This is an optimization exercise on Yosys and OpenROAD, whose aim is small area, not a production implementation. Function was checked by simulation only, so behaviour that the tests miss may differ from the original. The clock port is modelled as an ideal driver; clocking choices that lean on that would not hold on a real chip. Power figures rest on the tool's default switching activity, not on a simulated workload.

Setup of try-willow:
==> flow/design.v (excerpt) <==
module pooling_unit #(
  parameter  int IL       = 4,
  parameter  int FL       = 16,
  parameter  int CHANNELS = 4,
  parameter  int MAX_LEN  = 16,
  localparam int LEN_W    = $clog2(MAX_LEN + 1),
  localparam int DW       = IL + FL
) (
  input  logic                   clk,
  input  logic                   rst,
  input  logic                   start,
  input  logic                   mode,
  input  logic [LEN_W-1:0]       len_cfg,
  input  logic [CHANNELS*DW-1:0] in_data,
  input  logic                   in_valid,
  output logic                   in_ready,
  output logic [CHANNELS*DW-1:0] out_data,
  output logic                   out_valid,
  input  logic                   out_ready,
  output logic                   busy
);
Size in the first run: about 750 cells after synthesis, about 170 I/O pins, about 8100 um2 of cells after synthesis.
==> flow/config.mk <==
export PLATFORM = sky130hd
export DESIGN_NAME = pooling_unit
export DESIGN_NICKNAME = pooling_unit
export VERILOG_FILES = /design/flow/design.v
export SDC_FILE = /design/flow/constraint.sdc
export NUM_CORES = 4
export LEC_CHECK = 0
export CAP_MARGIN = 20
export CORE_MARGIN = 2
export CORE_UTILIZATION = 40
export CTS_BUF_LIST = sky130_fd_sc_hd__clkbuf_8
export CTS_CLUSTER_SIZE = 40
export GPL_TIMING_DRIVEN = 0
export SLEW_MARGIN = 20
export SYNTH_HIERARCHICAL = 1
export SYNTH_MINIMUM_KEEP_SIZE = 0
==> flow/constraint.sdc <==
create_clock -name core_clock -period 6.0 [get_ports {clk}]
set_input_delay 1.2000 -clock core_clock [delete_from_list [all_inputs] [get_ports {clk}]]
set_output_delay 1.2000 -clock core_clock [all_outputs]
set_load 0.01 [all_outputs]
standard.sh (not shown) runs the stock make flow with config.mk's settings and CLKGATE_MAP_FILE= SYNTH_SCRIPT=/design/flow/synth_recipe.tcl, a recipe that flattens the netlist after the stock synthesis.
==> flow/flow/run.sh <==
#!/bin/bash
# Layout flow: the standard ORFS flow (standard.sh, unchanged synthesis
# and steps), with settings of ORFS's own scripts:
#  * the port buffers that global placement inserts are the smallest buffer
#    cell, sky130_fd_sc_hd__buf_1, instead of the default pick (every input
#    and output port still gets its buffer);
#  * clock tree synthesis clusters the flip-flops under small clkbuf_4
#    sink buffers, with a clkbuf_8 root, and adds no dummy loads.
set -o pipefail
export BUFFER_PORTS_ARGS="-buffer_cell sky130_fd_sc_hd__buf_1"
export CTS_ARGS="-sink_clustering_enable -repair_clock_nets -root_buf sky130_fd_sc_hd__clkbuf_8 -buf_list {sky130_fd_sc_hd__clkbuf_4 sky130_fd_sc_hd__clkbuf_8} -sink_clustering_buffer sky130_fd_sc_hd__clkbuf_4 -sink_clustering_size 12 -dont_use_dummy_load"
bash standard.sh > standard.log 2>&1
Relative to try-willow, the following input files were edited for try-garnet:
Settings: clearing GPL_TIMING_DRIVEN, which used to be 0.
==> flow/flow/run.sh <==
#!/bin/bash
# Layout flow: the standard ORFS flow (standard.sh, unchanged synthesis
# and steps), with two settings of ORFS's own scripts:
#  * the port buffers that global placement inserts are the smallest buffer
#    cell, sky130_fd_sc_hd__buf_1, instead of the default pick (every input
#    and output port still gets its buffer);
#  * floorplan removes the synthesis buffers (REMOVE_ABC_BUFFERS=1) instead
#    of resizing gates against the unplaced, unbuffered netlist; placement
#    and the later repair steps buffer and size the design as usual.
set -o pipefail
export BUFFER_PORTS_ARGS="-buffer_cell sky130_fd_sc_hd__buf_1"
export REMOVE_ABC_BUFFERS=1
bash standard.sh > standard.log 2>&1
### Flow results
try-garnet: all stages complete, timing, DRC and antenna checks passed. Going from try-willow to try-garnet, the worst setup timing slack at the placement stage was found to have gone up by 0.16 ns. Total power: try-garnet above try-willow. try-garnet vs try-willow — power density over the cells rose 12%. Summary of try-garnet over try-willow: number of vias in the routed layout went down 2.5%; global-route wire length before repair went up 2.1%; global routing usage on met2 went down 1.3 points; aggregate routed wire length went down 540 um.
### try-garnet -> try-maple
==> flow/flow/run.sh <==
#!/bin/bash
# Layout flow: the standard ORFS flow (standard.sh, unchanged synthesis
# and steps), with settings of ORFS's own scripts:
#  * the port buffers that global placement inserts are the smallest buffer
#    cell, sky130_fd_sc_hd__buf_1, instead of the default pick (every input
#    and output port still gets its buffer);
#  * clock tree synthesis clusters the flip-flops under small clkbuf_4
#    sink buffers, with a clkbuf_8 root, loaded below their limit, and adds no dummy loads.
set -o pipefail
export BUFFER_PORTS_ARGS="-buffer_cell sky130_fd_sc_hd__buf_1"
export CTS_ARGS="-sink_clustering_enable -repair_clock_nets -root_buf sky130_fd_sc_hd__clkbuf_8 -buf_list sky130_fd_sc_hd__clkbuf_4 -sink_buffer_max_cap_derate 0.6 -dont_use_dummy_load"
bash standard.sh > standard.log 2>&1
Relative to try-garnet, the part of the power in combinational logic of try-maple is higher by 3.3 points.
Changes observed in try-maple relative to try-garnet: fraction of layout instances using a drive strength above 1 now sits lower; total via count after detailed routing now sits lower; path length in cells of the critical path now sits lower; number of buffers inserted by post-CTS setup repair now sits lower.
try-garnet vs try-maple, master of the slowest instance on the critical path: sky130_fd_sc_hd__fa_1 vs sky130_fd_sc_hd__o31a_1
Modified inputs, try-lagoon compared to try-maple
==> flow/flow/run.sh <==
#!/bin/bash
# Layout flow: the standard ORFS flow (standard.sh, unchanged synthesis
# and steps), except that the port buffers that global placement inserts
# are the smallest buffer cell, sky130_fd_sc_hd__buf_1, instead of the
# default pick. Every input and output port still gets its buffer.
set -o pipefail
export BUFFER_PORTS_ARGS="-buffer_cell sky130_fd_sc_hd__buf_1"
bash standard.sh > standard.log 2>&1
## What came out
- Per the final summary, try-lagoon finished and its layout is clean on timing, DRC and antenna.
- There was hardly any difference in combinational cell power between try-maple and try-lagoon.
- try-lagoon ends up with a critical path depth that is 1 higher than in try-maple.
- As far as number of placed I/O pins goes, try-lagoon and try-maple are indistinguishable; the numbers are identical.
- The final worst slack of try-lagoon is higher than that of try-maple.
- Compared with try-maple, try-lagoon shows clock skew lower by 0.028 ns.
- Comparing post-route minimum period for try-lagoon and try-maple, the smaller number came from try-lagoon.
- Fmax: try-maple vs try-lagoon — no meaningful difference

* * *

Setup of exp/nickel:
pooling_unit again, from the RTL that the note above started with.
clock: 6.0 ns
lec_check: 0
cap_margin: 20
core_margin: 2
core_utilization: 40
cts_buf_list: sky130_fd_sc_hd__clkbuf_8
cts_cluster_size: 40
slew_margin: 20
synth_hierarchical: 1
synth_minimum_keep_size: 0
==> flow/flow/run.sh <==
#!/bin/bash
# Layout flow: the standard ORFS flow (standard.sh, unchanged synthesis
# and steps), with settings of ORFS's own scripts:
#  * the port buffers that global placement inserts are the smallest buffer
#    cell, sky130_fd_sc_hd__buf_1, instead of the default pick (every input
#    and output port still gets its buffer);
#  * clock tree synthesis clusters the flip-flops under small clkbuf_4
#    sink buffers, with a clkbuf_8 root, loaded below their limit, and adds no dummy loads.
set -o pipefail
export BUFFER_PORTS_ARGS="-buffer_cell sky130_fd_sc_hd__buf_1"
export CTS_ARGS="-sink_clustering_enable -repair_clock_nets -root_buf sky130_fd_sc_hd__clkbuf_8 -buf_list sky130_fd_sc_hd__clkbuf_4 -sink_buffer_max_cap_derate 0.4 -dont_use_dummy_load"
bash standard.sh > standard.log 2>&1
For exp/harbor, these inputs were changed with respect to exp/nickel:
--- a/flow/flow/run.sh
+++ b/flow/flow/run.sh
@@ -7,6 +7,6 @@
 #  * clock tree synthesis clusters the flip-flops under small clkbuf_4
-#    sink buffers, with a clkbuf_8 root, loaded below their limit, and adds no dummy loads.
+#    sink buffers, with a clkbuf_8 root, and adds no dummy loads.
 set -o pipefail
 export BUFFER_PORTS_ARGS="-buffer_cell sky130_fd_sc_hd__buf_1"
-export CTS_ARGS="-sink_clustering_enable -repair_clock_nets -root_buf sky130_fd_sc_hd__clkbuf_8 -buf_list sky130_fd_sc_hd__clkbuf_4 -sink_buffer_max_cap_derate 0.4 -dont_use_dummy_load"
+export CTS_ARGS="-sink_clustering_enable -repair_clock_nets -root_buf sky130_fd_sc_hd__clkbuf_8 -buf_list {sky130_fd_sc_hd__clkbuf_4 sky130_fd_sc_hd__clkbuf_8} -sink_clustering_buffer sky130_fd_sc_hd__clkbuf_4 -sink_clustering_size 12 -dont_use_dummy_load"
 bash standard.sh > standard.log 2>&1
## What came out
exp/harbor finished end to end and its layout was clean on timing, DRC and antenna. exp/harbor drops fewer vias than exp/nickel. The standby leakage power number comes out higher for exp/harbor vs exp/nickel. In terms of global-route usage, exp/harbor and exp/nickel differ only marginally. exp/harbor: combinational power share lower than exp/nickel. In the reports for exp/harbor and exp/nickel, the smaller total routed wire length on the met1 layer belongs to exp/harbor. Changes observed in exp/harbor relative to exp/nickel: final design area excluding fillers higher, area taken by multi-input logic gates roughly the same. When exp/harbor is measured against exp/nickel, its clock transition at the registers of the reported paths turns out 0.03 ns lower. The register-to-register slack in exp/harbor sits 0.10 ns above the value recorded for exp/nickel. Diff exp/harbor..exp/nickel | final cell count | negligible.
### exp/harbor -> exp/onyx
==> flow/flow/run.sh <==
#!/bin/bash
# Layout flow: the standard ORFS flow (standard.sh, unchanged synthesis
# and steps), with settings of ORFS's own scripts:
#  * the port buffers that global placement inserts are the smallest buffer
#    cell, sky130_fd_sc_hd__buf_1, instead of the default pick (every input
#    and output port still gets its buffer);
#  * clock tree synthesis clusters the flip-flops under small clkbuf_4
#    sink buffers, with a clkbuf_8 root, loaded below their limit, and adds no dummy loads.
set -o pipefail
export BUFFER_PORTS_ARGS="-buffer_cell sky130_fd_sc_hd__buf_1"
export CTS_ARGS="-sink_clustering_enable -repair_clock_nets -root_buf sky130_fd_sc_hd__clkbuf_8 -buf_list sky130_fd_sc_hd__clkbuf_4 -sink_clustering_size 8 -sink_clustering_max_diameter 40 -dont_use_dummy_load"
bash standard.sh > standard.log 2>&1
[summary]
In exp/onyx, the synthesis-to-layout area growth came out 0.96 points below the value in exp/harbor. For proportion of layout cells with a drive suffix above 1, exp/harbor and exp/onyx come out practically identical. Going from exp/harbor to exp/onyx, number of filler cells placed in the layout went up by 0.92%; post-route cell area went down by about 0.8%; overall routed net length went up by 280 um. Between exp/harbor and exp/onyx, the flow reports fmax decreasing slightly. | global-route track usage on met1 | exp/onyx vs exp/harbor | ≈ equal |. Per the comparison of exp/onyx with exp/harbor, average via count per standard cell flat; register fraction of the total cell area increased by 0.25 points relative to the old numbers; share of the core filled with cells decreased by 0.39 points relative to the old numbers; clock transition at the registers of the reported paths climbed 0.03 ns.
Relative to exp/onyx, the following input files were edited for exp/amber:
==> flow/flow/run.sh <==
#!/bin/bash
# Layout flow: the standard ORFS flow (standard.sh, unchanged synthesis
# and steps), with settings of ORFS's own scripts:
#  * the port buffers that global placement inserts are the smallest buffer
#    cell, sky130_fd_sc_hd__buf_1, instead of the default pick (every input
#    and output port still gets its buffer);
#  * clock tree synthesis clusters the flip-flops under small clkbuf_4
#    sink buffers, with a clkbuf_8 root, and adds no dummy loads.
set -o pipefail
export BUFFER_PORTS_ARGS="-buffer_cell sky130_fd_sc_hd__buf_1"
export CTS_ARGS="-sink_clustering_enable -repair_clock_nets -root_buf sky130_fd_sc_hd__clkbuf_8 -buf_list {sky130_fd_sc_hd__clkbuf_4 sky130_fd_sc_hd__clkbuf_8} -sink_clustering_buffer sky130_fd_sc_hd__clkbuf_4 -sink_clustering_size 20 -sink_clustering_max_diameter 60 -dont_use_dummy_load"
bash standard.sh > standard.log 2>&1
==> results.txt <==
exp/amber | status: complete | timing, DRC, antenna: pass
Clock network area share, exp/onyx and exp/amber, higher one = exp/amber.
exp/amber vs. exp/onyx: post-route cell area saw an increase, met3 usage in global routing now sits at about the same level.
The following lists how exp/garnet was set up differently from exp/amber:
==> flow/flow/run.sh <==
#!/bin/bash
# Layout flow: the standard ORFS flow (standard.sh, unchanged synthesis
# and steps), with settings of ORFS's own scripts:
#  * the port buffers that global placement inserts are the smallest buffer
#    cell, sky130_fd_sc_hd__buf_1, instead of the default pick (every input
#    and output port still gets its buffer);
#  * clock tree synthesis clusters the flip-flops under small clkbuf_4
#    sink buffers, with a clkbuf_8 root, loaded below their limit, and adds no dummy loads.
set -o pipefail
export BUFFER_PORTS_ARGS="-buffer_cell sky130_fd_sc_hd__buf_1"
export CTS_ARGS="-repair_clock_nets -root_buf sky130_fd_sc_hd__clkbuf_8 -buf_list sky130_fd_sc_hd__clkbuf_4 -dont_use_dummy_load"
bash standard.sh > standard.log 2>&1
Notes after the runs:
- exp/garnet does better than exp/amber on wire length of the first global-routing pass.
- A capturing element of the worst setup path of p_q[2][1] is what exp/amber shows, while p_q[1][1] belongs to exp/garnet.
- Comparing exp/amber and exp/garnet, the higher ratio of final minimum period to clock period was measured on exp/garnet.
- Re synthesized cell count: no difference whatsoever between exp/garnet and exp/amber.
- Compared with exp/amber, exp/garnet shows total power of the final layout that has gone down by a few percent.
- Of exp/garnet and exp/amber, it is exp/garnet that has the lower power density normalized to cell area.
- In exp/garnet, the internal power of the cells came out about 8% below the value in exp/amber.
- In the metrics for exp/amber and exp/garnet, the one carrying the lower fraction of power consumed by sequential logic is exp/amber.

* * *

== build 80 ==
Another version of the RTL of pooling_unit (not shown whole).
For scale: ~790 cells after synthesis, ~130 flip-flops, ~170 I/O pins, about 0.0084 mm2 of cells after synthesis.
clock: 6.0 ns
lec_check: 0
cap_margin: 20
core_margin: 2
core_utilization: 40
cts_buf_list: sky130_fd_sc_hd__clkbuf_8
cts_cluster_size: 40
slew_margin: 20
synth_hierarchical: 1
synth_minimum_keep_size: 0
==> flow/flow/run.sh <==
#!/bin/bash
# Layout flow: the standard ORFS flow (standard.sh, unchanged synthesis
# and steps), with settings of ORFS's own scripts:
#  * the port buffers that global placement inserts are the smallest buffer
#    cell, sky130_fd_sc_hd__buf_1, instead of the default pick (every input
#    and output port still gets its buffer);
#  * clock tree synthesis builds the tree from clkbuf_4 buffers under a
#    clkbuf_8 root and adds no dummy loads; flow/post_cts.tcl then makes the
#    buffers that drive 10 or more pins clkbuf_8.
set -o pipefail
export BUFFER_PORTS_ARGS="-buffer_cell sky130_fd_sc_hd__buf_1"
export CTS_ARGS="-sink_clustering_enable -repair_clock_nets -root_buf sky130_fd_sc_hd__clkbuf_8 -buf_list sky130_fd_sc_hd__clkbuf_4 -dont_use_dummy_load"
export POST_CTS_TCL="$PWD/flow/post_cts.tcl"
bash standard.sh > standard.log 2>&1
==> flow/flow/post_cts.tcl <==
set n_up 0
foreach inst [[ord::get_db_block] getInsts] {
  if { [[$inst getMaster] getName] ne "sky130_fd_sc_hd__clkbuf_4" } { continue }
  set fanout 0
  foreach iterm [$inst getITerms] {
    if { [$iterm isOutputSignal] && [$iterm getNet] ne "NULL" } {
      set fanout [expr { [llength [[$iterm getNet] getITerms]] - 1 }]
    }
  }
  if { $fanout >= 10 } {
    replace_cell [$inst getName] sky130_fd_sc_hd__clkbuf_8
    incr n_up
  }
}
puts "post_cts.tcl: $n_up clock buffers resized to clkbuf_8"
detailed_placement
check_placement -verbose
What build 49 does differently from build 80 at the input level:
diff --git a/flow/flow/run.sh b/flow/flow/run.sh
--- a/flow/flow/run.sh
+++ b/flow/flow/run.sh
@@ -9 +9 @@
-#    buffers that drive 10 or more pins clkbuf_8.
+#    buffers that drive 9 or more pins clkbuf_8.
diff --git a/flow/flow/post_cts.tcl b/flow/flow/post_cts.tcl
--- a/flow/flow/post_cts.tcl
+++ b/flow/flow/post_cts.tcl
@@ -10 +10 @@
-  if { $fanout >= 10 } {
+  if { $fanout >= 9 } {
==> results.txt <==
The worst hold slack was comparable across build 49 and build 80. ~same count of clock-buffer cells in the layout in build 49 and build 80. Build 49 against build 80: clock skew has remained practically unchanged; final worst slack picked up an extra 0.027 ns; post-route minimum period -0.027 ns. Layout-stage area growth over the synthesis result: build 49 vs build 80 up 0.45 points. Compared with build 80, in build 49 wire length increased by 0.31% relative to the old numbers; cell area rose by 0.42%.
--- input diff build 49..build 39 ---
diff --git a/flow/flow/run.sh b/flow/flow/run.sh
--- a/flow/flow/run.sh
+++ b/flow/flow/run.sh
@@ -13 +12,0 @@
-export POST_CTS_TCL="$PWD/flow/post_cts.tcl"
removed: flow/flow/post_cts.tcl
- As far as synthesized area is concerned, build 49 and build 39 perform about the same.
- The power of the sequential group on build 49 is in line with that on build 39.
- Build 39 vs. build 49: insertion delay of the later-clocked pin in the worst-skew pair decreased by 0.02 ns relative to the old numbers; arrival time at the worst endpoint climbed 0.02 ns; minimum clock period up 0.039 ns.
- Delta (build 39 minus build 49): utilization after layout fell 0.24 points; post-detailed-route wirelength per cell about even; combinational share of power rose 0.8 points; sequential share of layout area rose 0.17 points.
- Diff build 49..build 39 | wire length of the first global-routing pass | negligible
- Relative to build 49, the synthesis-to-finish area growth of build 39 is lower by 0.59 points.

-- port drivers added, routing unchanged --
How much do the figures lean on ideal ports? The routed layouts below were timed once more, with nothing changed but the port constraints. Step 1: set_driving_cell puts a clkbuf_16 on clk and a buf_2 on each other input, an assumption about the parent block. Step 2, shift: input delay + t, output delay - t, t = (earliest + latest rising clock arrival at the registers) / 2. This alone moves slack from input paths to output paths. Three values: ideal ports, drivers, drivers and shift; two values: the first two.
| run | t (ns) | setup WS [ns] | hold slack, ns | cell pins on the clock port's net |
|---|---|---|---|---|
| try-willow | 0.461 | 0.121 / 0.121 / -0.340 | 0.505 / 0.505 / 0.505 | 1 |
| try-garnet | 0.471 | 0.117 / 0.130 / -0.340 | 0.503 / 0.503 / 0.503 | 1 |
| try-maple | 0.441 | 0.114 / 0.115 / -0.326 | 0.508 / 0.508 / 0.508 | 1 |
| try-lagoon | 0.477 | 0.118 / 0.117 / -0.360 | 0.508 / 0.508 / 0.508 | 1 |
| exp/nickel | 0.441 | 0.114 / 0.115 / -0.326 | 0.508 / 0.508 / 0.508 | 1 |
| exp/harbor | 0.461 | 0.143 / 0.143 / -0.317 | 0.503 / 0.503 / 0.503 | 1 |
| exp/onyx | 0.441 | 0.114 / 0.115 / -0.326 | 0.508 / 0.508 / 0.508 | 1 |
| exp/amber | 0.461 | 0.143 / 0.143 / -0.317 | 0.503 / 0.503 / 0.503 | 1 |
| exp/garnet | 0.441 | 0.114 / 0.115 / -0.326 | 0.508 / 0.508 / 0.508 | 1 |
| build 80 | 0.456 | 0.397 / 0.417 / -0.039 | 0.451 / 0.451 / 0.451 | 1 |
| build 49 | 0.470 | 0.423 / 0.442 / -0.028 | 0.451 / 0.451 / 0.451 | 1 |
| build 39 | 0.451 | 0.384 / 0.404 / -0.046 | 0.453 / 0.453 / 0.453 | 1 |
With both steps, setup timing fails in every run listed, where it was met with ideal ports. For try-lagoon, which loses most, drivers alone change the setup slack by -0.001 ns; drivers and shift together by -0.478 ns.
